Background: an optimization exercise with open tools, aiming at small area, a short achievable clock period and few clock cycles per item. Do not read the settings as production practice. Function was not checked in any run shown here: the RTL went through the layout flow alone.

## flow/design.v (module list and top-level ports; edited modules follow where they fit)
// module spsob_div_cell: 17 lines
// module spsob_mul8x8: 175 lines
// module spsob_mul_idx: 536 lines
// module subtitle_pixel_src_over_blend_unit: 210 lines
module subtitle_pixel_src_over_blend_unit #(
  parameter int unsigned MaxCanvasDim = spsob_pkg::MaxCanvasDim
) (
  input  wire logic              clk_i,
  input  wire logic              rst_ni,
  input  wire logic              start,
  output logic                   busy,
  input  wire logic [103:0]      req_i,
  output logic                   done_o,
  output logic [56:0]            res_o,
  input  wire logic              cfg_valid_i,
  output logic                   cfg_ready_o,
  input  wire logic              cfg_index_i,
  input  wire logic [12:0]       cfg_data_i
);
  // ...
==> flow/flow/run.sh <==
#!/bin/bash
# Standard layout flow with these changes:
#  - synthesis runs Yosys's synth with -noabc (the final ABC mapping still runs), so the
#    hand-built adder trees reach the full-adder extraction as written;
#  - port buffers are sky130_fd_sc_hd__buf_2 (every port is still buffered);
#  - larger clock-tree sink clusters;
#  - timing repair aims for SETUP_SLACK_MARGIN ns of setup slack.
set -euo pipefail
sed '1s/yosys synth -nofsm -noshare /yosys synth -nofsm -noshare -noabc /' synth_recipe.tcl > synth_noabc.tcl
grep -q -- '-noabc' synth_noabc.tcl
bash standard.sh SYNTH_SCRIPT="$PWD/synth_noabc.tcl" SETUP_SLACK_MARGIN=17 \
  "BUFFER_PORTS_ARGS=-buffer_cell sky130_fd_sc_hd__buf_2" \
  CTS_CLUSTER_SIZE=30 CTS_CLUSTER_DIAMETER=150 CORE_UTILIZATION=60 \
  finish > make_finish.log 2>&1
==> flow/standard.sh <==
#!/bin/bash
# synth_recipe.tcl (not shown) runs the flow's synth.tcl, then flattens the netlist and writes it again
# the make line also repeats each setting of config.mk as NAME=value (left out here)
make -C /OpenROAD-flow-scripts/flow DESIGN_CONFIG=/design/flow/config.mk WORK_HOME=/design/flow/orfs CLKGATE_MAP_FILE= SYNTH_SCRIPT=/design/flow/synth_recipe.tcl "${@:-finish}"
==> flow/config.mk <==
export PLATFORM = sky130hd
export DESIGN_NAME = subtitle_pixel_src_over_blend_unit
export DESIGN_NICKNAME = subtitle_pixel_src_over_blend_unit
export VERILOG_FILES = /design/flow/design.v
export SDC_FILE = /design/flow/constraint.sdc
export NUM_CORES = 4
export LEC_CHECK = 0
export CAP_MARGIN = 20
export CORE_MARGIN = 2
export CORE_UTILIZATION = 40
export SLEW_MARGIN = 20
==> flow/constraint.sdc <==
create_clock -name core_clock -period 24.0 [get_ports {clk_i}]
set_input_delay 4.8000 -clock core_clock [delete_from_list [all_inputs] [get_ports {clk_i}]]
set_output_delay 4.8000 -clock core_clock [all_outputs]
set_load 0.01 [all_outputs]
==> impl_metrics.yaml, run 1 <==
detailed_routing:
  routedLengthMet1_um: 47000
  drt-initial-drc-count: 1044
cells_and_area:
  finish.utilization_pct: 64.8
  top_register: "res7_q"
  bufAreaShareNonClock_pct: 2.58
  final.fill_count: 6854
  inverters_excl_clock: 259
  clkbuf_count: 32
  synthesis_to_layout_area_growth_pct: 7.06
  area.sequential_um2: 15300
grt:
  grt_start_max_net_pins: 34
  grt_most_used_layer: "met2"
floorplan:
  die_height_um: 294
worst_setup_path:
  worst_setup_path_end_kind: "flop"
  worst-endpoint-arrival_ns: 7.30
  worst-endpoint-required_ns: 24.54
  timing.critical_path.mode_cell: "sky130_fd_sc_hd__fa_1"
  rr_endpoint: "idx2_q[16]"
placed_design:
  place_hpwl_um: 84900
  port-buffer-count: 179
clocking:
  clock_tree.root_cell: "sky130_fd_sc_hd__clkbuf_16"
  worst_setup_hold_path_clk_slew_ns: 0.11
  cts_hold_buf: 0
  cts_repair_resize_count: 22
hold_path:
  min_delay_worst_endpoint: "res7_q[36]"
sta:
  fin_worst_hold_slack_ns: 0.321
  timing.final.crit_period_ns: 6.76
  worst-slew-pin-transition_ns: 1.03
  min_period_over_period_pct: 28.2
synthesis:
  number_of_enable_flip_flop_cells_after_synthesis: 0
run_status:
  status: "complete, no violations"
==> module subtitle_pixel_src_over_blend_unit, before the edit <==
module subtitle_pixel_src_over_blend_unit #(
  parameter int unsigned MaxCanvasDim = spsob_pkg::MaxCanvasDim
) (
  input  wire logic              clk_i,
  input  wire logic              rst_ni,
  input  wire logic              start,
  output logic                   busy,
  input  wire logic [103:0]      req_i,
  output logic                   done_o,
  output logic [56:0]            res_o,
  input  wire logic              cfg_valid_i,
  output logic                   cfg_ready_o,
  input  wire logic              cfg_index_i,
  input  wire logic [12:0]       cfg_data_i
);
  localparam int unsigned NStg = 7;
  logic [15:0] pos_x, pos_y;
  logic [7:0]  cov, src_t, dst_a;
  logic [23:0] src_c, dst_c;
  assign pos_x = req_i[103:88];
  assign pos_y = req_i[87:72];
  assign cov   = req_i[71:64];
  assign src_c = req_i[63:40];
  assign src_t = req_i[39:32];
  assign dst_a = req_i[31:24];
  assign dst_c = req_i[23:0];
  assign busy        = 1'b0;
  assign cfg_ready_o = 1'b1;
  logic [12:0] wid_q, hgt_q, cfg_clamped;
  assign cfg_clamped = (cfg_data_i > 13'(MaxCanvasDim)) ? 13'(MaxCanvasDim) : cfg_data_i;
  always_ff @(posedge clk_i or negedge rst_ni) begin
    if (!rst_ni) begin
      wid_q <= '0;
      hgt_q <= '0;
    end else if (cfg_valid_i) begin
      if (cfg_index_i == spsob_pkg::CfgIdxWidth) wid_q <= cfg_clamped;
      else                                      hgt_q <= cfg_clamped;
    end
  end
  logic [NStg-1:0] vld_q;
  always_ff @(posedge clk_i or negedge rst_ni) begin
    if (!rst_ni) vld_q <= '0;
    else         vld_q <= {vld_q[NStg-2:0], start};
  end
  assign done_o = vld_q[NStg-1];
  logic        on1_q;
  logic [11:0] px1_q, py1_q;
  logic [12:0] w1_q;
  logic [7:0]  cov1_q, it1_q, da1_q;
  logic [23:0] s1_q, d1_q;
  logic        on1_d;
  assign on1_d = (pos_x[15:12] == 4'd0) && (pos_y[15:12] == 4'd0) &&
                 ({1'b0, pos_x[11:0]} < wid_q) && ({1'b0, pos_y[11:0]} < hgt_q) &&
                 (cov != 8'd0);
  always_ff @(posedge clk_i) begin
    on1_q  <= on1_d;
    px1_q  <= pos_x[11:0];
    py1_q  <= pos_y[11:0];
    w1_q   <= wid_q;
    cov1_q <= cov;
    it1_q  <= ~src_t;
    da1_q  <= dst_a;
    s1_q   <= src_c;
    d1_q   <= dst_c;
  end
  logic [15:0] cf1;
  logic [8:0]  cs1;
  logic [7:0]  fa1;
  logic        we1;
  logic [23:0] idx1;
  spsob_mul8x8 u_cf (.a(cov1_q), .b(it1_q), .p(cf1));
  assign cs1 = {1'b0, cf1[7:0]} + {1'b0, cf1[15:8]};
  assign fa1 = cf1[15:8] + {7'd0, (cs1 >= 9'd255)};
  assign we1 = on1_q && ((cf1[15:8] != 8'd0) || (cs1 >= 9'd255));
  spsob_mul_idx u_idx (.a(py1_q), .b(w1_q), .c(px1_q), .p(idx1));
  logic [7:0]  fa2_q, da2_q;
  logic        we2_q;
  logic [23:0] idx2_q, s2_q, d2_q;
  always_ff @(posedge clk_i) begin
    fa2_q  <= we1 ? fa1 : 8'd0;
    we2_q  <= we1;
    idx2_q <= we1 ? idx1 : 24'd0;
    da2_q  <= da1_q;
    s2_q   <= s1_q;
    d2_q   <= d1_q;
  end
  logic [15:0] x2;
  logic [7:0]  xq2, xr2;
  logic [8:0]  xs2;
  logic [7:0]  ia2;
  logic        xc2;
  assign ia2 = ~fa2_q;
  spsob_mul8x8 u_x (.a(da2_q), .b(ia2), .p(x2));
  assign xs2 = {1'b0, x2[7:0]} + {1'b0, x2[15:8]};
  assign xc2 = (xs2 >= 9'd255);
  assign xq2 = x2[15:8] + {7'd0, xc2};
  assign xr2 = xs2[7:0] + {7'd0, xc2};
  logic [7:0]  fa3_q, xq3_q, xr3_q;
  logic        we3_q;
  logic [23:0] idx3_q, m3_q, df3_q, d3_q;
  logic [2:0]  ge3_q;
  always_ff @(posedge clk_i) begin
    fa3_q  <= fa2_q;
    xq3_q  <= xq2;
    xr3_q  <= xr2;
    we3_q  <= we2_q;
    idx3_q <= idx2_q;
    d3_q   <= d2_q;
    for (int l = 0; l < 3; l++) begin
      logic [7:0] s, d;
      logic       ge;
      s  = s2_q[8*l +: 8];
      d  = d2_q[8*l +: 8];
      ge = (s >= d) || !we2_q;
      ge3_q[l]        <= ge;
      m3_q[8*l +: 8]  <= ge ? d : s;
      df3_q[8*l +: 8] <= ge ? s - d : d - s;
    end
  end
  logic [7:0]  w3  [3];
  logic [15:0] p3  [3];
  logic [15:0] v3  [3];
  logic [8:0]  vs3 [3];
  logic [7:0]  e3  [3];
  for (genvar l = 0; l < 3; l++) begin : g_s4
    assign w3[l] = ge3_q[l] ? fa3_q : xq3_q;
    spsob_mul8x8 u_p (.a(w3[l]), .b(df3_q[8*l +: 8]), .p(p3[l]));
    spsob_mul8x8 u_v (.a(d3_q[8*l +: 8]), .b(xr3_q), .p(v3[l]));
    assign vs3[l] = {1'b0, v3[l][7:0]} + {1'b0, v3[l][15:8]};
    assign e3[l]  = v3[l][15:8] + {7'd0, (vs3[l] >= 9'd255)};
  end
  logic [7:0]  oan4_q;
  logic        we4_q;
  logic [23:0] idx4_q, m4_q, e4_q;
  logic [47:0] p4_q;
  always_ff @(posedge clk_i) begin
    oan4_q <= ~(fa3_q + xq3_q);
    we4_q  <= we3_q;
    idx4_q <= idx3_q;
    m4_q   <= m3_q;
    for (int l = 0; l < 3; l++) begin
      p4_q[16*l +: 16] <= p3[l];
      e4_q[8*l +: 8]   <= e3[l];
    end
  end
  logic [15:0] t4   [3];
  logic [15:0] r4_7 [3];
  logic [15:0] r4_6 [3];
  logic [1:0]  q4   [3];
  for (genvar l = 0; l < 3; l++) begin : g_s5
    assign t4[l] = p4_q[16*l +: 16] + {8'd0, e4_q[8*l +: 8]};
    spsob_div_cell #(.Bit(7)) u_b7 (.r_i(t4[l]),   .dn_i(oan4_q), .r_o(r4_7[l]), .q_o(q4[l][1]));
    spsob_div_cell #(.Bit(6)) u_b6 (.r_i(r4_7[l]), .dn_i(oan4_q), .r_o(r4_6[l]), .q_o(q4[l][0]));
  end
  logic [7:0]  oan5_q;
  logic        we5_q;
  logic [23:0] idx5_q, m5_q;
  logic [13:0] r5_q [3];
  logic [1:0]  q5_q [3];
  always_ff @(posedge clk_i) begin
    oan5_q <= oan4_q;
    we5_q  <= we4_q;
    idx5_q <= idx4_q;
    m5_q   <= m4_q;
    for (int l = 0; l < 3; l++) begin
      r5_q[l] <= r4_6[l][13:0];
      q5_q[l] <= q4[l];
    end
  end
  logic [15:0] r5_5 [3];
  logic [15:0] r5_4 [3];
  logic [15:0] r5_3 [3];
  logic [2:0]  q5   [3];
  for (genvar l = 0; l < 3; l++) begin : g_s6
    spsob_div_cell #(.Bit(5)) u_b5 (.r_i({2'b00, r5_q[l]}), .dn_i(oan5_q), .r_o(r5_5[l]), .q_o(q5[l][2]));
    spsob_div_cell #(.Bit(4)) u_b4 (.r_i(r5_5[l]), .dn_i(oan5_q), .r_o(r5_4[l]), .q_o(q5[l][1]));
    spsob_div_cell #(.Bit(3)) u_b3 (.r_i(r5_4[l]), .dn_i(oan5_q), .r_o(r5_3[l]), .q_o(q5[l][0]));
  end
  logic [7:0]  oan6_q;
  logic        we6_q;
  logic [23:0] idx6_q, m6_q;
  logic [10:0] r6_q [3];
  logic [4:0]  q6_q [3];
  always_ff @(posedge clk_i) begin
    oan6_q <= oan5_q;
    we6_q  <= we5_q;
    idx6_q <= idx5_q;
    m6_q   <= m5_q;
    for (int l = 0; l < 3; l++) begin
      r6_q[l] <= r5_3[l][10:0];
      q6_q[l] <= {q5_q[l], q5[l]};
    end
  end
  logic [15:0] r6_2 [3];
  logic [15:0] r6_1 [3];
  logic [15:0] r6_0 [3];
  logic [2:0]  q6   [3];
  logic [23:0] ch6;
  for (genvar l = 0; l < 3; l++) begin : g_s7
    spsob_div_cell #(.Bit(2)) u_b2 (.r_i({5'd0, r6_q[l]}), .dn_i(oan6_q), .r_o(r6_2[l]), .q_o(q6[l][2]));
    spsob_div_cell #(.Bit(1)) u_b1 (.r_i(r6_2[l]), .dn_i(oan6_q), .r_o(r6_1[l]), .q_o(q6[l][1]));
    spsob_div_cell #(.Bit(0)) u_b0 (.r_i(r6_1[l]), .dn_i(oan6_q), .r_o(r6_0[l]), .q_o(q6[l][0]));
    assign ch6[8*l +: 8] = m6_q[8*l +: 8] + ({q6_q[l], q6[l]} & {8{we6_q}});
  end
  logic [56:0] res7_q;
  always_ff @(posedge clk_i) begin
    res7_q <= {we6_q, idx6_q, ~oan6_q, ch6};
  end
  assign res_o = res7_q;
endmodule
==> inputs of run 2 (changes only) <==
--- a/flow/design.v
+++ b/flow/design.v
@@ -740,6 +740,570 @@
   assign t_w264 = (t_w220 & (a[10] & b[12])) | (t_w220 & (a[11] & b[11])) | ((a[10] & b[12]) & (a[11] & b[11]));
   assign p = {t_w264, t_w262, t_w260, t_w258, t_w256, t_w254, t_w252, t_w250, t_w248, t_w246, t_w244, t_w242, t_w240, t_w238, t_w236, t_w234, t_w232, t_w230, t_w228, t_w226, t_w224, t_w222, t_w221, (a[0] & b[0])} + {(a[11] & b[12]), t_w263, t_w261, t_w259, t_w257, t_w255, t_w253, t_w251, t_w249, t_w247, t_w245, t_w243, t_w241, t_w239, t_w237, t_w235, t_w233, t_w231, t_w229, t_w227, t_w225, t_w223, c[1], c[0]};
 endmodule
+module spsob_mac8 (
+  input  wire logic [7:0] a,
+  input  wire logic [7:0] b,
+  input  wire logic [7:0] c,
+  input  wire logic ci,
+  output logic [15:0] p
+);
+  logic t_w1;
+  logic t_w2;
+  logic t_w3;
+  logic t_w4;
+  logic t_w5;
+  logic t_w6;
+  logic t_w7;
+  logic t_w8;
+  logic t_w9;
+  logic t_w10;
+  logic t_w11;
+  logic t_w12;
+  logic t_w13;
+  logic t_w14;
+  logic t_w15;
+  logic t_w16;
+  logic t_w17;
+  logic t_w18;
+  logic t_w19;
+  logic t_w20;
+  logic t_w21;
+  logic t_w22;
+  logic t_w23;
+  logic t_w24;
+  logic t_w25;
+  logic t_w26;
+  logic t_w27;
+  logic t_w28;
+  logic t_w29;
+  logic t_w30;
+  logic t_w31;
+  logic t_w32;
+  logic t_w33;
+  logic t_w34;
+  logic t_w35;
+  logic t_w36;
+  logic t_w37;
+  logic t_w38;
+  logic t_w39;
+  logic t_w40;
+  logic t_w41;
+  logic t_w42;
+  logic t_w43;
+  logic t_w44;
+  logic t_w45;
+  logic t_w46;
+  logic t_w47;
+  logic t_w48;
+  logic t_w49;
+  logic t_w50;
+  logic t_w51;
+  logic t_w52;
+  logic t_w53;
+  logic t_w54;
+  logic t_w55;
+  logic t_w56;
+  logic t_w57;
+  logic t_w58;
+  logic t_w59;
+  logic t_w60;
+  logic t_w61;
+  logic t_w62;
+  logic t_w63;
+  logic t_w64;
+  logic t_w65;
+  logic t_w66;
+  logic t_w67;
+  logic t_w68;
+  logic t_w69;
+  logic t_w70;
+  logic t_w71;
+  logic t_w72;
+  logic t_w73;
+  logic t_w74;
+  logic t_w75;
+  logic t_w76;
+  logic t_w77;
+  logic t_w78;
+  logic t_w79;
+  logic t_w80;
+  logic t_w81;
+  logic t_w82;
+  logic t_w83;
+  logic t_w84;
+  logic u_w1;
+  logic u_w2;
+  logic u_w3;
+  logic u_w4;
+  logic u_w5;
+  logic u_w6;
+  logic u_w7;
+  logic u_w8;
+  logic u_w9;
+  logic u_w10;
+  logic u_w11;
+  logic u_w12;
+  logic u_w13;
+  logic u_w14;
+  logic u_w15;
+  logic u_w16;
+  logic u_w17;
+  logic u_w18;
+  logic u_w19;
+  logic u_w20;
+  logic u_w21;
+  logic u_w22;
+  logic u_w23;
+  logic u_w24;
+  logic u_w25;
+  logic u_w26;
+  logic u_w27;
+  logic u_w28;
+  assign t_w1 = (a[0] & b[6]) ^ (a[1] & b[5]);
+  assign t_w2 = (a[0] & b[6]) & (a[1] & b[5]);
+  assign t_w3 = (a[0] & b[7]) ^ (a[1] & b[6]) ^ (a[2] & b[5]);
+  assign t_w4 = ((a[0] & b[7]) & (a[1] & b[6])) | ((a[0] & b[7]) & (a[2] & b[5])) | ((a[1] & b[6]) & (a[2] & b[5]));
+  assign t_w5 = (a[3] & b[4]) ^ (a[4] & b[3]);
+  assign t_w6 = (a[3] & b[4]) & (a[4] & b[3]);
+  assign t_w7 = (a[1] & b[7]) ^ (a[2] & b[6]) ^ (a[3] & b[5]);
+  assign t_w8 = ((a[1] & b[7]) & (a[2] & b[6])) | ((a[1] & b[7]) & (a[3] & b[5])) | ((a[2] & b[6]) & (a[3] & b[5]));
+  assign t_w9 = (a[4] & b[4]) ^ (a[5] & b[3]);
+  assign t_w10 = (a[4] & b[4]) & (a[5] & b[3]);
+  assign t_w11 = (a[2] & b[7]) ^ (a[3] & b[6]) ^ (a[4] & b[5]);
+  assign t_w12 = ((a[2] & b[7]) & (a[3] & b[6])) | ((a[2] & b[7]) & (a[4] & b[5])) | ((a[3] & b[6]) & (a[4] & b[5]));
+  assign t_w13 = (a[0] & b[4]) ^ (a[1] & b[3]);
+  assign t_w14 = (a[0] & b[4]) & (a[1] & b[3]);
+  assign t_w15 = (a[0] & b[5]) ^ (a[1] & b[4]) ^ (a[2] & b[3]);
+  assign t_w16 = ((a[0] & b[5]) & (a[1] & b[4])) | ((a[0] & b[5]) & (a[2] & b[3])) | ((a[1] & b[4]) & (a[2] & b[3]));
+  assign t_w17 = (a[3] & b[2]) ^ (a[4] & b[1]);
+  assign t_w18 = (a[3] & b[2]) & (a[4] & b[1]);
+  assign t_w19 = t_w1 ^ (a[2] & b[4]) ^ (a[3] & b[3]);
+  assign t_w20 = (t_w1 & (a[2] & b[4])) | (t_w1 & (a[3] & b[3])) | ((a[2] & b[4]) & (a[3] & b[3]));
+  assign t_w21 = (a[4] & b[2]) ^ (a[5] & b[1]) ^ (a[6] & b[0]);
+  assign t_w22 = ((a[4] & b[2]) & (a[5] & b[1])) | ((a[4] & b[2]) & (a[6] & b[0])) | ((a[5] & b[1]) & (a[6] & b[0]));
+  assign t_w23 = t_w2 ^ t_w3 ^ t_w5;
+  assign t_w24 = (t_w2 & t_w3) | (t_w2 & t_w5) | (t_w3 & t_w5);
+  assign t_w25 = (a[5] & b[2]) ^ (a[6] & b[1]) ^ (a[7] & b[0]);
+  assign t_w26 = ((a[5] & b[2]) & (a[6] & b[1])) | ((a[5] & b[2]) & (a[7] & b[0])) | ((a[6] & b[1]) & (a[7] & b[0]));
+  assign t_w27 = t_w4 ^ t_w6 ^ t_w7;
+  assign t_w28 = (t_w4 & t_w6) | (t_w4 & t_w7) | (t_w6 & t_w7);
+  assign t_w29 = t_w9 ^ (a[6] & b[2]) ^ (a[7] & b[1]);
+  assign t_w30 = (t_w9 & (a[6] & b[2])) | (t_w9 & (a[7] & b[1])) | ((a[6] & b[2]) & (a[7] & b[1]));
+  assign t_w31 = t_w8 ^ t_w10 ^ t_w11;
+  assign t_w32 = (t_w8 & t_w10) | (t_w8 & t_w11) | (t_w10 & t_w11);
+  assign t_w33 = (a[5] & b[4]) ^ (a[6] & b[3]) ^ (a[7] & b[2]);
+  assign t_w34 = ((a[5] & b[4]) & (a[6] & b[3])) | ((a[5] & b[4]) & (a[7] & b[2])) | ((a[6] & b[3]) & (a[7] & b[2]));
+  assign t_w35 = t_w12 ^ (a[3] & b[7]) ^ (a[4] & b[6]);
+  assign t_w36 = (t_w12 & (a[3] & b[7])) | (t_w12 & (a[4] & b[6])) | ((a[3] & b[7]) & (a[4] & b[6]));
+  assign t_w37 = (a[5] & b[5]) ^ (a[6] & b[4]) ^ (a[7] & b[3]);
+  assign t_w38 = ((a[5] & b[5]) & (a[6] & b[4])) | ((a[5] & b[5]) & (a[7] & b[3])) | ((a[6] & b[4]) & (a[7] & b[3]));
+  assign t_w39 = (a[4] & b[7]) ^ (a[5] & b[6]) ^ (a[6] & b[5]);
+  assign t_w40 = ((a[4] & b[7]) & (a[5] & b[6])) | ((a[4] & b[7]) & (a[6] & b[5])) | ((a[5] & b[6]) & (a[6] & b[5]));
+  assign t_w41 = (a[0] & b[3]) ^ (a[1] & b[2]);
+  assign t_w42 = (a[0] & b[3]) & (a[1] & b[2]);
+  assign t_w43 = t_w13 ^ (a[2] & b[2]) ^ (a[3] & b[1]);
+  assign t_w44 = (t_w13 & (a[2] & b[2])) | (t_w13 & (a[3] & b[1])) | ((a[2] & b[2]) & (a[3] & b[1]));
+  assign t_w45 = t_w14 ^ t_w15 ^ t_w17;
+  assign t_w46 = (t_w14 & t_w15) | (t_w14 & t_w17) | (t_w15 & t_w17);
+  assign t_w47 = t_w16 ^ t_w18 ^ t_w19;
+  assign t_w48 = (t_w16 & t_w18) | (t_w16 & t_w19) | (t_w18 & t_w19);
+  assign t_w49 = t_w20 ^ t_w22 ^ t_w23;
+  assign t_w50 = (t_w20 & t_w22) | (t_w20 & t_w23) | (t_w22 & t_w23);
+  assign t_w51 = t_w24 ^ t_w26 ^ t_w27;
+  assign t_w52 = (t_w24 & t_w26) | (t_w24 & t_w27) | (t_w26 & t_w27);
+  assign t_w53 = t_w28 ^ t_w30 ^ t_w31;
+  assign t_w54 = (t_w28 & t_w30) | (t_w28 & t_w31) | (t_w30 & t_w31);
+  assign t_w55 = t_w32 ^ t_w34 ^ t_w35;
+  assign t_w56 = (t_w32 & t_w34) | (t_w32 & t_w35) | (t_w34 & t_w35);
+  assign t_w57 = t_w36 ^ t_w38 ^ t_w39;
+  assign t_w58 = (t_w36 & t_w38) | (t_w36 & t_w39) | (t_w38 & t_w39);
+  assign t_w59 = t_w40 ^ (a[5] & b[7]) ^ (a[6] & b[6]);
+  assign t_w60 = (t_w40 & (a[5] & b[7])) | (t_w40 & (a[6] & b[6])) | ((a[5] & b[7]) & (a[6] & b[6]));
+  assign t_w61 = (a[0] & b[2]) ^ (a[1] & b[1]);
+  assign t_w62 = (a[0] & b[2]) & (a[1] & b[1]);
+  assign t_w63 = t_w41 ^ (a[2] & b[1]) ^ (a[3] & b[0]);
+  assign t_w64 = (t_w41 & (a[2] & b[1])) | (t_w41 & (a[3] & b[0])) | ((a[2] & b[1]) & (a[3] & b[0]));
+  assign t_w65 = t_w42 ^ t_w43 ^ (a[4] & b[0]);
+  assign t_w66 = (t_w42 & t_w43) | (t_w42 & (a[4] & b[0])) | (t_w43 & (a[4] & b[0]));
+  assign t_w67 = t_w44 ^ t_w45 ^ (a[5] & b[0]);
+  assign t_w68 = (t_w44 & t_w45) | (t_w44 & (a[5] & b[0])) | (t_w45 & (a[5] & b[0]));
+  assign t_w69 = t_w46 ^ t_w47 ^ t_w21;
+  assign t_w70 = (t_w46 & t_w47) | (t_w46 & t_w21) | (t_w47 & t_w21);
+  assign t_w71 = t_w48 ^ t_w49 ^ t_w25;
+  assign t_w72 = (t_w48 & t_w49) | (t_w48 & t_w25) | (t_w49 & t_w25);
+  assign t_w73 = t_w50 ^ t_w51 ^ t_w29;
+  assign t_w74 = (t_w50 & t_w51) | (t_w50 & t_w29) | (t_w51 & t_w29);
+  assign t_w75 = t_w52 ^ t_w53 ^ t_w33;
+  assign t_w76 = (t_w52 & t_w53) | (t_w52 & t_w33) | (t_w53 & t_w33);
+  assign t_w77 = t_w54 ^ t_w55 ^ t_w37;
+  assign t_w78 = (t_w54 & t_w55) | (t_w54 & t_w37) | (t_w55 & t_w37);
+  assign t_w79 = t_w56 ^ t_w57 ^ (a[7] & b[4]);
+  assign t_w80 = (t_w56 & t_w57) | (t_w56 & (a[7] & b[4])) | (t_w57 & (a[7] & b[4]));
+  assign t_w81 = t_w58 ^ t_w59 ^ (a[7] & b[5]);
+  assign t_w82 = (t_w58 & t_w59) | (t_w58 & (a[7] & b[5])) | (t_w59 & (a[7] & b[5]));
+  assign t_w83 = t_w60 ^ (a[6] & b[7]) ^ (a[7] & b[6]);
+  assign t_w84 = (t_w60 & (a[6] & b[7])) | (t_w60 & (a[7] & b[6])) | ((a[6] & b[7]) & (a[7] & b[6]));
+  assign u_w1 = (a[0] & b[1]) ^ (a[1] & b[0]);
+  assign u_w2 = (a[0] & b[1]) & (a[1] & b[0]);
+  assign u_w3 = t_w61 ^ (a[2] & b[0]) ^ c[2];
+  assign u_w4 = (t_w61 & (a[2] & b[0])) | (t_w61 & c[2]) | ((a[2] & b[0]) & c[2]);
+  assign u_w5 = t_w62 ^ t_w63 ^ c[3];
+  assign u_w6 = (t_w62 & t_w63) | (t_w62 & c[3]) | (t_w63 & c[3]);
+  assign u_w7 = t_w64 ^ t_w65 ^ c[4];
+  assign u_w8 = (t_w64 & t_w65) | (t_w64 & c[4]) | (t_w65 & c[4]);
+  assign u_w9 = t_w66 ^ t_w67 ^ c[5];
+  assign u_w10 = (t_w66 & t_w67) | (t_w66 & c[5]) | (t_w67 & c[5]);
+  assign u_w11 = t_w68 ^ t_w69 ^ c[6];
+  assign u_w12 = (t_w68 & t_w69) | (t_w68 & c[6]) | (t_w69 & c[6]);
+  assign u_w13 = t_w70 ^ t_w71 ^ c[7];
+  assign u_w14 = (t_w70 & t_w71) | (t_w70 & c[7]) | (t_w71 & c[7]);
+  assign u_w15 = t_w72 ^ t_w73;
+  assign u_w16 = t_w72 & t_w73;
+  assign u_w17 = t_w74 ^ t_w75;
+  assign u_w18 = t_w74 & t_w75;
+  assign u_w19 = t_w76 ^ t_w77;
+  assign u_w20 = t_w76 & t_w77;
+  assign u_w21 = t_w78 ^ t_w79;
+  assign u_w22 = t_w78 & t_w79;
+  assign u_w23 = t_w80 ^ t_w81;
+  assign u_w24 = t_w80 & t_w81;
+  assign u_w25 = t_w82 ^ t_w83;
+  assign u_w26 = t_w82 & t_w83;
+  assign u_w27 = t_w84 ^ (a[7] & b[7]);
+  assign u_w28 = t_w84 & (a[7] & b[7]);
+  logic x_g0_0, x_p0_0, x_h_0;
+  assign x_h_0 = (a[0] & b[0]) ^ c[0];
+  assign x_g0_0 = (a[0] & b[0]) & c[0];
+  assign x_p0_0 = x_h_0;
+  logic x_g0_1, x_p0_1, x_h_1;
+  assign x_h_1 = u_w1 ^ c[1];
+  assign x_g0_1 = u_w1 & c[1];
+  assign x_p0_1 = x_h_1;
+  logic x_g0_2, x_p0_2, x_h_2;
+  assign x_h_2 = u_w2 ^ u_w3;
+  assign x_g0_2 = u_w2 & u_w3;
+  assign x_p0_2 = x_h_2;
+  logic x_g0_3, x_p0_3, x_h_3;
+  assign x_h_3 = u_w4 ^ u_w5;
+  assign x_g0_3 = u_w4 & u_w5;
+  assign x_p0_3 = x_h_3;
+  logic x_g0_4, x_p0_4, x_h_4;
+  assign x_h_4 = u_w6 ^ u_w7;
+  assign x_g0_4 = u_w6 & u_w7;
+  assign x_p0_4 = x_h_4;
+  logic x_g0_5, x_p0_5, x_h_5;
+  assign x_h_5 = u_w8 ^ u_w9;
+  assign x_g0_5 = u_w8 & u_w9;
+  assign x_p0_5 = x_h_5;
+  logic x_g0_6, x_p0_6, x_h_6;
+  assign x_h_6 = u_w10 ^ u_w11;
+  assign x_g0_6 = u_w10 & u_w11;
+  assign x_p0_6 = x_h_6;
+  logic x_g0_7, x_p0_7, x_h_7;
+  assign x_h_7 = u_w12 ^ u_w13;
+  assign x_g0_7 = u_w12 & u_w13;
+  assign x_p0_7 = x_h_7;
+  logic x_g0_8, x_p0_8, x_h_8;
+  assign x_h_8 = u_w14 ^ u_w15;
+  assign x_g0_8 = u_w14 & u_w15;
+  assign x_p0_8 = x_h_8;
+  logic x_g0_9, x_p0_9, x_h_9;
+  assign x_h_9 = u_w16 ^ u_w17;
+  assign x_g0_9 = u_w16 & u_w17;
+  assign x_p0_9 = x_h_9;
+  logic x_g0_10, x_p0_10, x_h_10;
+  assign x_h_10 = u_w18 ^ u_w19;
+  assign x_g0_10 = u_w18 & u_w19;
+  assign x_p0_10 = x_h_10;
+  logic x_g0_11, x_p0_11, x_h_11;
+  assign x_h_11 = u_w20 ^ u_w21;
+  assign x_g0_11 = u_w20 & u_w21;
+  assign x_p0_11 = x_h_11;
+  logic x_g0_12, x_p0_12, x_h_12;
+  assign x_h_12 = u_w22 ^ u_w23;
+  assign x_g0_12 = u_w22 & u_w23;
+  assign x_p0_12 = x_h_12;
+  logic x_g0_13, x_p0_13, x_h_13;
+  assign x_h_13 = u_w24 ^ u_w25;
+  assign x_g0_13 = u_w24 & u_w25;
+  assign x_p0_13 = x_h_13;
+  logic x_g0_14, x_p0_14, x_h_14;
+  assign x_h_14 = u_w26 ^ u_w27;
+  assign x_g0_14 = u_w26 & u_w27;
+  assign x_p0_14 = x_h_14;
+  logic x_g0_15, x_p0_15, x_h_15;
+  assign x_h_15 = u_w28 ^ 1'b0;
+  assign x_g0_15 = u_w28 & 1'b0;
+  assign x_p0_15 = x_h_15;
+  logic x_G1_1, x_P1_1;
+  assign x_G1_1 = x_g0_1 | (x_p0_1 & x_g0_0);
+  assign x_P1_1 = x_p0_1 & x_p0_0;
+  logic x_G1_3, x_P1_3;
+  assign x_G1_3 = x_g0_3 | (x_p0_3 & x_g0_2);
+  assign x_P1_3 = x_p0_3 & x_p0_2;
+  logic x_G1_5, x_P1_5;
+  assign x_G1_5 = x_g0_5 | (x_p0_5 & x_g0_4);
+  assign x_P1_5 = x_p0_5 & x_p0_4;
+  logic x_G1_7, x_P1_7;
+  assign x_G1_7 = x_g0_7 | (x_p0_7 & x_g0_6);
+  assign x_P1_7 = x_p0_7 & x_p0_6;
+  logic x_G1_9, x_P1_9;
+  assign x_G1_9 = x_g0_9 | (x_p0_9 & x_g0_8);
+  assign x_P1_9 = x_p0_9 & x_p0_8;
+  logic x_G1_11, x_P1_11;
+  assign x_G1_11 = x_g0_11 | (x_p0_11 & x_g0_10);
+  assign x_P1_11 = x_p0_11 & x_p0_10;
+  logic x_G1_13, x_P1_13;
+  assign x_G1_13 = x_g0_13 | (x_p0_13 & x_g0_12);
+  assign x_P1_13 = x_p0_13 & x_p0_12;
+  logic x_G1_15, x_P1_15;
+  assign x_G1_15 = x_g0_15 | (x_p0_15 & x_g0_14);
+  assign x_P1_15 = x_p0_15 & x_p0_14;
+  logic x_G2_2, x_P2_2;
+  assign x_G2_2 = x_g0_2 | (x_p0_2 & x_G1_1);
+  assign x_P2_2 = x_p0_2 & x_P1_1;
+  logic x_G2_3, x_P2_3;
+  assign x_G2_3 = x_G1_3 | (x_P1_3 & x_G1_1);
+  assign x_P2_3 = x_P1_3 & x_P1_1;
+  logic x_G2_6, x_P2_6;
+  assign x_G2_6 = x_g0_6 | (x_p0_6 & x_G1_5);
+  assign x_P2_6 = x_p0_6 & x_P1_5;
+  logic x_G2_7, x_P2_7;
+  assign x_G2_7 = x_G1_7 | (x_P1_7 & x_G1_5);
+  assign x_P2_7 = x_P1_7 & x_P1_5;
+  logic x_G2_10, x_P2_10;
+  assign x_G2_10 = x_g0_10 | (x_p0_10 & x_G1_9);
+  assign x_P2_10 = x_p0_10 & x_P1_9;
+  logic x_G2_11, x_P2_11;
+  assign x_G2_11 = x_G1_11 | (x_P1_11 & x_G1_9);
+  assign x_P2_11 = x_P1_11 & x_P1_9;
+  logic x_G2_14, x_P2_14;
+  assign x_G2_14 = x_g0_14 | (x_p0_14 & x_G1_13);
+  assign x_P2_14 = x_p0_14 & x_P1_13;
+  logic x_G2_15, x_P2_15;
+  assign x_G2_15 = x_G1_15 | (x_P1_15 & x_G1_13);
+  assign x_P2_15 = x_P1_15 & x_P1_13;
+  logic x_G3_4, x_P3_4;
+  assign x_G3_4 = x_g0_4 | (x_p0_4 & x_G2_3);
+  assign x_P3_4 = x_p0_4 & x_P2_3;
+  logic x_G3_5, x_P3_5;
+  assign x_G3_5 = x_G1_5 | (x_P1_5 & x_G2_3);
+  assign x_P3_5 = x_P1_5 & x_P2_3;
+  logic x_G3_6, x_P3_6;
+  assign x_G3_6 = x_G2_6 | (x_P2_6 & x_G2_3);
+  assign x_P3_6 = x_P2_6 & x_P2_3;
+  logic x_G3_7, x_P3_7;
+  assign x_G3_7 = x_G2_7 | (x_P2_7 & x_G2_3);
+  assign x_P3_7 = x_P2_7 & x_P2_3;
+  logic x_G3_12, x_P3_12;
+  assign x_G3_12 = x_g0_12 | (x_p0_12 & x_G2_11);
+  assign x_P3_12 = x_p0_12 & x_P2_11;
+  logic x_G3_13, x_P3_13;
+  assign x_G3_13 = x_G1_13 | (x_P1_13 & x_G2_11);
+  assign x_P3_13 = x_P1_13 & x_P2_11;
+  logic x_G3_14, x_P3_14;
+  assign x_G3_14 = x_G2_14 | (x_P2_14 & x_G2_11);
+  assign x_P3_14 = x_P2_14 & x_P2_11;
+  logic x_G3_15, x_P3_15;
+  assign x_G3_15 = x_G2_15 | (x_P2_15 & x_G2_11);
+  assign x_P3_15 = x_P2_15 & x_P2_11;
+  logic x_G4_8, x_P4_8;
+  assign x_G4_8 = x_g0_8 | (x_p0_8 & x_G3_7);
+  assign x_P4_8 = x_p0_8 & x_P3_7;
+  logic x_G4_9, x_P4_9;
+  assign x_G4_9 = x_G1_9 | (x_P1_9 & x_G3_7);
+  assign x_P4_9 = x_P1_9 & x_P3_7;
+  logic x_G4_10, x_P4_10;
+  assign x_G4_10 = x_G2_10 | (x_P2_10 & x_G3_7);
+  assign x_P4_10 = x_P2_10 & x_P3_7;
+  logic x_G4_11, x_P4_11;
+  assign x_G4_11 = x_G2_11 | (x_P2_11 & x_G3_7);
+  assign x_P4_11 = x_P2_11 & x_P3_7;
+  logic x_G4_12, x_P4_12;
+  assign x_G4_12 = x_G3_12 | (x_P3_12 & x_G3_7);
+  assign x_P4_12 = x_P3_12 & x_P3_7;
+  logic x_G4_13, x_P4_13;
+  assign x_G4_13 = x_G3_13 | (x_P3_13 & x_G3_7);
+  assign x_P4_13 = x_P3_13 & x_P3_7;
+  logic x_G4_14, x_P4_14;
+  assign x_G4_14 = x_G3_14 | (x_P3_14 & x_G3_7);
+  assign x_P4_14 = x_P3_14 & x_P3_7;
+  logic x_G4_15, x_P4_15;
+  assign x_G4_15 = x_G3_15 | (x_P3_15 & x_G3_7);
+  assign x_P4_15 = x_P3_15 & x_P3_7;
+  logic x_c_1;
+  assign x_c_1 = x_g0_0 | (x_p0_0 & ci);
+  logic x_c_2;
+  assign x_c_2 = x_G1_1 | (x_P1_1 & ci);
+  logic x_c_3;
+  assign x_c_3 = x_G2_2 | (x_P2_2 & ci);
+  logic x_c_4;
+  assign x_c_4 = x_G2_3 | (x_P2_3 & ci);
+  logic x_c_5;
+  assign x_c_5 = x_G3_4 | (x_P3_4 & ci);
+  logic x_c_6;
+  assign x_c_6 = x_G3_5 | (x_P3_5 & ci);
+  logic x_c_7;
+  assign x_c_7 = x_G3_6 | (x_P3_6 & ci);
+  logic x_c_8;
+  assign x_c_8 = x_G3_7 | (x_P3_7 & ci);
+  logic x_c_9;
+  assign x_c_9 = x_G4_8 | (x_P4_8 & ci);
+  logic x_c_10;
+  assign x_c_10 = x_G4_9 | (x_P4_9 & ci);
+  logic x_c_11;
+  assign x_c_11 = x_G4_10 | (x_P4_10 & ci);
+  logic x_c_12;
+  assign x_c_12 = x_G4_11 | (x_P4_11 & ci);
+  logic x_c_13;
+  assign x_c_13 = x_G4_12 | (x_P4_12 & ci);
+  logic x_c_14;
+  assign x_c_14 = x_G4_13 | (x_P4_13 & ci);
+  logic x_c_15;
+  assign x_c_15 = x_G4_14 | (x_P4_14 & ci);
+  logic x_c_16;
+  assign x_c_16 = x_G4_15 | (x_P4_15 & ci);
+  logic x_s_0;
+  assign x_s_0 = x_h_0 ^ ci;
+  logic x_s_1;
+  assign x_s_1 = x_h_1 ^ x_c_1;
+  logic x_s_2;
+  assign x_s_2 = x_h_2 ^ x_c_2;
+  logic x_s_3;
+  assign x_s_3 = x_h_3 ^ x_c_3;
+  logic x_s_4;
+  assign x_s_4 = x_h_4 ^ x_c_4;
+  logic x_s_5;
+  assign x_s_5 = x_h_5 ^ x_c_5;
+  logic x_s_6;
+  assign x_s_6 = x_h_6 ^ x_c_6;
+  logic x_s_7;
+  assign x_s_7 = x_h_7 ^ x_c_7;
+  logic x_s_8;
+  assign x_s_8 = x_h_8 ^ x_c_8;
+  logic x_s_9;
+  assign x_s_9 = x_h_9 ^ x_c_9;
+  logic x_s_10;
+  assign x_s_10 = x_h_10 ^ x_c_10;
+  logic x_s_11;
+  assign x_s_11 = x_h_11 ^ x_c_11;
+  logic x_s_12;
+  assign x_s_12 = x_h_12 ^ x_c_12;
+  logic x_s_13;
+  assign x_s_13 = x_h_13 ^ x_c_13;
+  logic x_s_14;
+  assign x_s_14 = x_h_14 ^ x_c_14;
+  logic x_s_15;
+  assign x_s_15 = x_h_15 ^ x_c_15;
+  assign p = {x_s_15, x_s_14, x_s_13, x_s_12, x_s_11, x_s_10, x_s_9, x_s_8, x_s_7, x_s_6, x_s_5, x_s_4, x_s_3, x_s_2, x_s_1, x_s_0};
+endmodule
+module spsob_c255 (
+  input  wire logic [7:0] l,
+  input  wire logic [7:0] h,
+  output logic c
+);
+  logic y_g0_0, y_p0_0, y_h_0;
+  assign y_h_0 = l[0] ^ h[0];
+  assign y_g0_0 = l[0] & h[0];
+  assign y_p0_0 = y_h_0;
+  logic y_g0_1, y_p0_1, y_h_1;
+  assign y_h_1 = l[1] ^ h[1];
+  assign y_g0_1 = l[1] & h[1];
+  assign y_p0_1 = y_h_1;
+  logic y_g0_2, y_p0_2, y_h_2;
+  assign y_h_2 = l[2] ^ h[2];
+  assign y_g0_2 = l[2] & h[2];
+  assign y_p0_2 = y_h_2;
+  logic y_g0_3, y_p0_3, y_h_3;
+  assign y_h_3 = l[3] ^ h[3];
+  assign y_g0_3 = l[3] & h[3];
+  assign y_p0_3 = y_h_3;
+  logic y_g0_4, y_p0_4, y_h_4;
+  assign y_h_4 = l[4] ^ h[4];
+  assign y_g0_4 = l[4] & h[4];
+  assign y_p0_4 = y_h_4;
+  logic y_g0_5, y_p0_5, y_h_5;
+  assign y_h_5 = l[5] ^ h[5];
+  assign y_g0_5 = l[5] & h[5];
+  assign y_p0_5 = y_h_5;
+  logic y_g0_6, y_p0_6, y_h_6;
+  assign y_h_6 = l[6] ^ h[6];
+  assign y_g0_6 = l[6] & h[6];
+  assign y_p0_6 = y_h_6;
+  logic y_g0_7, y_p0_7, y_h_7;
+  assign y_h_7 = l[7] ^ h[7];
+  assign y_g0_7 = l[7] & h[7];
+  assign y_p0_7 = y_h_7;
+  logic y_G1_1, y_P1_1;
+  assign y_G1_1 = y_g0_1 | (y_p0_1 & y_g0_0);
+  assign y_P1_1 = y_p0_1 & y_p0_0;
+  logic y_G1_3, y_P1_3;
+  assign y_G1_3 = y_g0_3 | (y_p0_3 & y_g0_2);
+  assign y_P1_3 = y_p0_3 & y_p0_2;
+  logic y_G1_5, y_P1_5;
+  assign y_G1_5 = y_g0_5 | (y_p0_5 & y_g0_4);
+  assign y_P1_5 = y_p0_5 & y_p0_4;
+  logic y_G1_7, y_P1_7;
+  assign y_G1_7 = y_g0_7 | (y_p0_7 & y_g0_6);
+  assign y_P1_7 = y_p0_7 & y_p0_6;
+  logic y_G2_2, y_P2_2;
+  assign y_G2_2 = y_g0_2 | (y_p0_2 & y_G1_1);
+  assign y_P2_2 = y_p0_2 & y_P1_1;
+  logic y_G2_3, y_P2_3;
+  assign y_G2_3 = y_G1_3 | (y_P1_3 & y_G1_1);
+  assign y_P2_3 = y_P1_3 & y_P1_1;
+  logic y_G2_6, y_P2_6;
+  assign y_G2_6 = y_g0_6 | (y_p0_6 & y_G1_5);
+  assign y_P2_6 = y_p0_6 & y_P1_5;
+  logic y_G2_7, y_P2_7;
+  assign y_G2_7 = y_G1_7 | (y_P1_7 & y_G1_5);
+  assign y_P2_7 = y_P1_7 & y_P1_5;
+  logic y_G3_4, y_P3_4;
+  assign y_G3_4 = y_g0_4 | (y_p0_4 & y_G2_3);
+  assign y_P3_4 = y_p0_4 & y_P2_3;
+  logic y_G3_5, y_P3_5;
+  assign y_G3_5 = y_G1_5 | (y_P1_5 & y_G2_3);
+  assign y_P3_5 = y_P1_5 & y_P2_3;
+  logic y_G3_6, y_P3_6;
+  assign y_G3_6 = y_G2_6 | (y_P2_6 & y_G2_3);
+  assign y_P3_6 = y_P2_6 & y_P2_3;
+  logic y_G3_7, y_P3_7;
+  assign y_G3_7 = y_G2_7 | (y_P2_7 & y_G2_3);
+  assign y_P3_7 = y_P2_7 & y_P2_3;
+  logic y_c_1;
+  assign y_c_1 = y_g0_0 | y_p0_0;
+  logic y_c_2;
+  assign y_c_2 = y_G1_1 | y_P1_1;
+  logic y_c_3;
+  assign y_c_3 = y_G2_2 | y_P2_2;
+  logic y_c_4;
+  assign y_c_4 = y_G2_3 | y_P2_3;
+  logic y_c_5;
+  assign y_c_5 = y_G3_4 | y_P3_4;
+  logic y_c_6;
+  assign y_c_6 = y_G3_5 | y_P3_5;
+  logic y_c_7;
+  assign y_c_7 = y_G3_6 | y_P3_6;
+  logic y_c_8;
+  assign y_c_8 = y_G3_7 | y_P3_7;
+  logic y_s_0;
+  assign y_s_0 = y_h_0 ^ 1'b1;
+  logic y_s_1;
+  assign y_s_1 = y_h_1 ^ y_c_1;
+  logic y_s_2;
+  assign y_s_2 = y_h_2 ^ y_c_2;
+  logic y_s_3;
+  assign y_s_3 = y_h_3 ^ y_c_3;
+  logic y_s_4;
+  assign y_s_4 = y_h_4 ^ y_c_4;
+  logic y_s_5;
+  assign y_s_5 = y_h_5 ^ y_c_5;
+  logic y_s_6;
+  assign y_s_6 = y_h_6 ^ y_c_6;
+  logic y_s_7;
+  assign y_s_7 = y_h_7 ^ y_c_7;
+  assign c = y_c_8;
+endmodule
 `default_nettype wire
 `default_nettype none
 module subtitle_pixel_src_over_blend_unit #(
@@ -862,87 +1426,81 @@
     end
   end
   logic [7:0]  w3  [3];
-  logic [15:0] p3  [3];
   logic [15:0] v3  [3];
   logic [8:0]  vs3 [3];
-  logic [7:0]  e3  [3];
+  logic [15:0] t3  [3];
   for (genvar l = 0; l < 3; l++) begin : g_s4
     assign w3[l] = ge3_q[l] ? fa3_q : xq3_q;
-    spsob_mul8x8 u_p (.a(w3[l]), .b(df3_q[8*l +: 8]), .p(p3[l]));
     spsob_mul8x8 u_v (.a(d3_q[8*l +: 8]), .b(xr3_q), .p(v3[l]));
-    assign vs3[l] = {1'b0, v3[l][7:0]} + {1'b0, v3[l][15:8]};
-    assign e3[l]  = v3[l][15:8] + {7'd0, (vs3[l] >= 9'd255)};
+    spsob_c255 u_c (.l(v3[l][7:0]), .h(v3[l][15:8]), .c(vs3[l][8]));
+    assign vs3[l][7:0] = '0;
+    spsob_mac8 u_t (.a(w3[l]), .b(df3_q[8*l +: 8]), .c(v3[l][15:8]), .ci(vs3[l][8]), .p(t3[l]));
   end
   logic [7:0]  oan4_q;
   logic        we4_q;
-  logic [23:0] idx4_q, m4_q, e4_q;
-  logic [47:0] p4_q;
+  logic [23:0] idx4_q, m4_q;
+  logic [47:0] t4_q;
   always_ff @(posedge clk_i) begin
     oan4_q <= ~(fa3_q + xq3_q);
     we4_q  <= we3_q;
     idx4_q <= idx3_q;
     m4_q   <= m3_q;
-    for (int l = 0; l < 3; l++) begin
-      p4_q[16*l +: 16] <= p3[l];
-      e4_q[8*l +: 8]   <= e3[l];
-    end
+    for (int l = 0; l < 3; l++) t4_q[16*l +: 16] <= t3[l];
   end
-  logic [15:0] t4   [3];
   logic [15:0] r4_7 [3];
   logic [15:0] r4_6 [3];
-  logic [1:0]  q4   [3];
+  logic [15:0] r4_5 [3];
+  logic [2:0]  q4   [3];
   for (genvar l = 0; l < 3; l++) begin : g_s5
-    assign t4[l] = p4_q[16*l +: 16] + {8'd0, e4_q[8*l +: 8]};
-    spsob_div_cell #(.Bit(7)) u_b7 (.r_i(t4[l]),   .dn_i(oan4_q), .r_o(r4_7[l]), .q_o(q4[l][1]));
-    spsob_div_cell #(.Bit(6)) u_b6 (.r_i(r4_7[l]), .dn_i(oan4_q), .r_o(r4_6[l]), .q_o(q4[l][0]));
+    spsob_div_cell #(.Bit(7)) u_b7 (.r_i(t4_q[16*l +: 16]), .dn_i(oan4_q), .r_o(r4_7[l]), .q_o(q4[l][2]));
+    spsob_div_cell #(.Bit(6)) u_b6 (.r_i(r4_7[l]), .dn_i(oan4_q), .r_o(r4_6[l]), .q_o(q4[l][1]));
+    spsob_div_cell #(.Bit(5)) u_b5 (.r_i(r4_6[l]), .dn_i(oan4_q), .r_o(r4_5[l]), .q_o(q4[l][0]));
   end
   logic [7:0]  oan5_q;
   logic        we5_q;
   logic [23:0] idx5_q, m5_q;
-  logic [13:0] r5_q [3];
-  logic [1:0]  q5_q [3];
+  logic [12:0] r5_q [3];
+  logic [2:0]  q5_q [3];
   always_ff @(posedge clk_i) begin
     oan5_q <= oan4_q;
     we5_q  <= we4_q;
     idx5_q <= idx4_q;
     m5_q   <= m4_q;
     for (int l = 0; l < 3; l++) begin
-      r5_q[l] <= r4_6[l][13:0];
+      r5_q[l] <= r4_5[l][12:0];
       q5_q[l] <= q4[l];
     end
   end
-  logic [15:0] r5_5 [3];
   logic [15:0] r5_4 [3];
   logic [15:0] r5_3 [3];
+  logic [15:0] r5_2 [3];
   logic [2:0]  q5   [3];
   for (genvar l = 0; l < 3; l++) begin : g_s6
-    spsob_div_cell #(.Bit(5)) u_b5 (.r_i({2'b00, r5_q[l]}), .dn_i(oan5_q), .r_o(r5_5[l]), .q_o(q5[l][2]));
-    spsob_div_cell #(.Bit(4)) u_b4 (.r_i(r5_5[l]), .dn_i(oan5_q), .r_o(r5_4[l]), .q_o(q5[l][1]));
-    spsob_div_cell #(.Bit(3)) u_b3 (.r_i(r5_4[l]), .dn_i(oan5_q), .r_o(r5_3[l]), .q_o(q5[l][0]));
+    spsob_div_cell #(.Bit(4)) u_b4 (.r_i({3'd0, r5_q[l]}), .dn_i(oan5_q), .r_o(r5_4[l]), .q_o(q5[l][2]));
+    spsob_div_cell #(.Bit(3)) u_b3 (.r_i(r5_4[l]), .dn_i(oan5_q), .r_o(r5_3[l]), .q_o(q5[l][1]));
+    spsob_div_cell #(.Bit(2)) u_b2 (.r_i(r5_3[l]), .dn_i(oan5_q), .r_o(r5_2[l]), .q_o(q5[l][0]));
   end
   logic [7:0]  oan6_q;
   logic        we6_q;
   logic [23:0] idx6_q, m6_q;
-  logic [10:0] r6_q [3];
-  logic [4:0]  q6_q [3];
+  logic [9:0]  r6_q [3];
+  logic [5:0]  q6_q [3];
   always_ff @(posedge clk_i) begin
     oan6_q <= oan5_q;
     we6_q  <= we5_q;
     idx6_q <= idx5_q;
     m6_q   <= m5_q;
     for (int l = 0; l < 3; l++) begin
-      r6_q[l] <= r5_3[l][10:0];
+      r6_q[l] <= r5_2[l][9:0];
       q6_q[l] <= {q5_q[l], q5[l]};
     end
   end
-  logic [15:0] r6_2 [3];
   logic [15:0] r6_1 [3];
   logic [15:0] r6_0 [3];
-  logic [2:0]  q6   [3];
+  logic [1:0]  q6   [3];
   logic [23:0] ch6;
   for (genvar l = 0; l < 3; l++) begin : g_s7
-    spsob_div_cell #(.Bit(2)) u_b2 (.r_i({5'd0, r6_q[l]}), .dn_i(oan6_q), .r_o(r6_2[l]), .q_o(q6[l][2]));
-    spsob_div_cell #(.Bit(1)) u_b1 (.r_i(r6_2[l]), .dn_i(oan6_q), .r_o(r6_1[l]), .q_o(q6[l][1]));
+    spsob_div_cell #(.Bit(1)) u_b1 (.r_i({6'd0, r6_q[l]}), .dn_i(oan6_q), .r_o(r6_1[l]), .q_o(q6[l][1]));
     spsob_div_cell #(.Bit(0)) u_b0 (.r_i(r6_1[l]), .dn_i(oan6_q), .r_o(r6_0[l]), .q_o(q6[l][0]));
     assign ch6[8*l +: 8] = m6_q[8*l +: 8] + ({q6_q[l], q6[l]} & {8{we6_q}});
   end
--- a/flow/flow/run.sh
+++ b/flow/flow/run.sh
@@ -10,5 +10,5 @@
 grep -q -- '-noabc' synth_noabc.tcl
 bash standard.sh SYNTH_SCRIPT="$PWD/synth_noabc.tcl" SETUP_SLACK_MARGIN=17 \
   "BUFFER_PORTS_ARGS=-buffer_cell sky130_fd_sc_hd__buf_2" \
-  CTS_CLUSTER_SIZE=30 CTS_CLUSTER_DIAMETER=150 CORE_UTILIZATION=60 \
+  CTS_CLUSTER_SIZE=24 CTS_CLUSTER_DIAMETER=120 CORE_UTILIZATION=60 \
   finish > make_finish.log 2>&1
==> impl_metrics.yaml, run 2 <==
run_status:
  status: "complete, no violations"
detailed_routing:
  post_drt_via_cell_ratio: 5.31
  drt-total-wl_um: 98500
  drcViolationCount: 0
  dr.pass1.iters: 5
  drt-initial-drc-count: 1149
  wl_per_cell_um: 16.9
  via_count: 30900
  antenna_violating_nets_post_route: 0
synthesis:
  syn_area_um2: 48700
  synth_commonest_cells: "sky130_fd_sc_hd__dfxtp_1, sky130_fd_sc_hd__ha_1, sky130_fd_sc_hd__fa_1, sky130_fd_sc_hd__and2_1, sky130_fd_sc_hd__nor2b_1"
  library_cells_used_by_synthesis: 79
  postSynthCellCount: 4540
  postSynthAreaPerCell_um2: 10.7
  synth.yosys.seq_area_share_pct: 30.3
  post_synth_main_area_contributors: "sky130_fd_sc_hd__dfxtp_1, sky130_fd_sc_hd__fa_1, sky130_fd_sc_hd__ha_1"
  share_of_synthesized_registers_carrying_an_async_set_or_reset_pct: 4.53
  mappedNetlistNets: 5700
  most_frequent_cell_after_synthesis: "sky130_fd_sc_hd__dfxtp_1"
  synth_warnings: 34
  synth.top_cell.area_share_pct: 28.6
  yosysTopAreaCell: "sky130_fd_sc_hd__dfxtp_1"
  synth_seq_cells: 728
  number_of_enable_flip_flop_cells_after_synthesis: 0
  postSynth.topFlopCell: "sky130_fd_sc_hd__dfxtp_1"
floorplan:
  floorplan.die.width_um: 289
  die_height_um: 289
  core_um2: 80400
  num_io_pins: 182
  placement_rows: 104
  floorplan.initialDensity_pct: 60.5
  die_area_um2: 83400
cells_and_area:
  final_layout_size_suffix_gt1_share_pct: 10.3
  nets: 5904
  finish.utilization_pct: 65.3
  most_frequent_cells_in_the_layout: "sky130_fd_sc_hd__dfxtp_1, sky130_fd_sc_hd__ha_1, sky130_fd_sc_hd__fa_1"
  largest_register_ff_count: 57
  layout_commonest_cell: "sky130_fd_sc_hd__dfxtp_1"
  top_registers: "res7_q (57), t4_q (48), r5_q (39)"
  top_register: "res7_q"
  synthesis_to_layout_area_growth_pct: 7.84
worst_setup_path:
  worst_setup_path_end_kind: "flop"
  worst-endpoint-required_ns: 24.46
  critical_path_class: "flop to flop"
  timing.critical_path.fanout_max: 30
  worst-endpoint-arrival_ns: 7.10
  worstSetupStartpointType: "flop"
sta:
  unrepaired_setup_endpoints_after_global_routing: "no"
  timing.final.hold_violations: 0
  finalSetupViolations: 0
  timing.final.crit_period_ns: 6.63
  layout_skew_ns: 0.0283
  drv_slew: 0
  min_period_over_period_pct: 27.6
  setup_total_negative_slack_ns: 0
  worst-slew-pin-transition_ns: 1.08
  clock.fmax_ghz: 0.151
  max_slew_margin_pct: 25.9
clocking:
  clockBufferDepth: 3
  clock_tree.root_cell: "sky130_fd_sc_hd__clkbuf_16"
  tritoncts.num_buffers: 38
  clkSinkCount: 728
  tritoncts: "yes"
  worst_setup_hold_path_clk_slew_ns: 0.10
  clk-insertion-delay-late_ns: 0.60
  cts_max_level: 2
grt:
  globalRoute.totalOverflow: 0
  grt_util_all_layers_pct: 24.4
  first_global_vias: 31900
  grt_first_pass_wirelength_um: 163000
  antenna_found_initial: 11
  grt_start_max_net_pins: 34
placed_design:
  routabilityCongestion: 0.844
  place_hpwl_um: 79200
  port-buffer-count: 179
hold_path:
  timing.hold.worst.class: "flop to flop"
job:
  count_of_maximum_capacitance_violations: 0
run 2: final timing paths:
check                              to  cells past startpoint  slack [ns]  startpoint
max                        idx2_q[21]                     21       17.37   cov1_q[2]
min                           m5_q[2]                      0        0.32     m4_q[2]
max reg2reg                idx2_q[21]                     21       17.37   cov1_q[2]
min reg2reg                   m5_q[2]                      0        0.32     m4_q[2]
max in group asynchronous   hgt_q[12]                      1       19.28      rst_ni
min in group asynchronous    hgt_q[9]                      1        4.26      rst_ni
run 2: logic make-up after synthesis:
logic type | after synthesis | share of synthesized area, %
buffers and inverters | 312 | 2.49
xor gates and xnor gates | 290 | 5.22
DFF | 728 | 30.3
AOI/OAI and AO/OA | 695 | 9.21
and+or+nand+nor | 1276 | 14.6
muxes | 199 | 4.40
other | 2 | 0.0154
adders and majority gates | 1038 | 33.8
run 2: worst max-delay path, cell delays in order, from the launching register on:
cell                        delay, ns
sky130_fd_sc_hd__dfxtp_1         0.40
sky130_fd_sc_hd__and2_1          0.22
sky130_fd_sc_hd__fa_1            0.57
sky130_fd_sc_hd__fa_1            0.45
sky130_fd_sc_hd__fa_1            0.53
sky130_fd_sc_hd__fa_1            0.49
sky130_fd_sc_hd__ha_1            0.25
sky130_fd_sc_hd__a2111oi_4       0.31
sky130_fd_sc_hd__o21ai_0         0.26
sky130_fd_sc_hd__a41oi_1         0.36
sky130_fd_sc_hd__xnor2_2         0.24
sky130_fd_sc_hd__ha_1            0.35
sky130_fd_sc_hd__a21o_1          0.17
sky130_fd_sc_hd__a21oi_1         0.23
sky130_fd_sc_hd__nor2b_1         0.07
sky130_fd_sc_hd__o21a_1          0.18
sky130_fd_sc_hd__o211ai_1        0.16
sky130_fd_sc_hd__nand3_1         0.14
sky130_fd_sc_hd__or3_4           0.39
sky130_fd_sc_hd__o41ai_4         0.22
sky130_fd_sc_hd__buf_6           0.30
sky130_fd_sc_hd__nor2_1          0.18
run 2: cell type report:
class                      count  area [um2]
fill                        6535       27900
sequential                   728       14800
inverter                     243         920
tap                         1060        1330
clock inverter                11         141
multi-input combinational   3500       33000
clock buffer                  45         987
timing repair buffer         233        1370
antenna                        3        7.51
run 2: routing by layer:
layer | vias up | GRT usage [%] | wire, um
li1 | 15600 | - | -
met1 | 14800 | 32.4 | 45100
met2 | 419 | 41.9 | 46700
met3 | 114 | 4.05 | 4390
met4 | 14 | 5.57 | 2200
met5 | - | 0 | 103
run 2: timing repair:
action,in CTS,in global routing
gates resized for setup,14,59
setup endpoints to repair,50,117
pin swaps,3,7
hold buffers,0,0
setup buffers,4,24
run 2: metrics by stage:
step / hold slack [ns] / cells / worst slack, ns / area, um2
after floorplan: 0.310 / 4540 / 17.18 / 48700
after global placement: 0.310 / 5735 / 16.32 / 50800
after detailed placement: 0.312 / 5735 / 16.16 / 50800
after CTS: 0.319 / 5795 / 17.00 / 52000
after global routing: 0.321 / 5820 / 16.94 / 52500
final: 0.316 / 5823 / 17.37 / 52500

-- static timing again, ports no longer ideal --
How much do the figures lean on ideal ports? The routed layouts below were timed once more, with nothing changed but the port constraints.
Step 1 assumes that a clkbuf_16 drives the clock port and a buf_2 every other input.
Step 2 also shifts input and output timing later by t, the mid clock arrival at the registers, as if the neighbouring blocks saw the same clock.
Three values: ideal ports, drivers, drivers and shift; two values: the first two.
run	t (ns)	setup WS [ns]	pins driven straight from the clock port
run 1	0.704	17.241 / 17.241 / 17.225	1
run 2	0.656	17.368 / 17.368 / 17.125	1
After both steps every run listed still meets setup and hold. For run 2, which loses most, drivers alone change the setup slack by 0.000 ns; drivers and shift together by -0.243 ns.
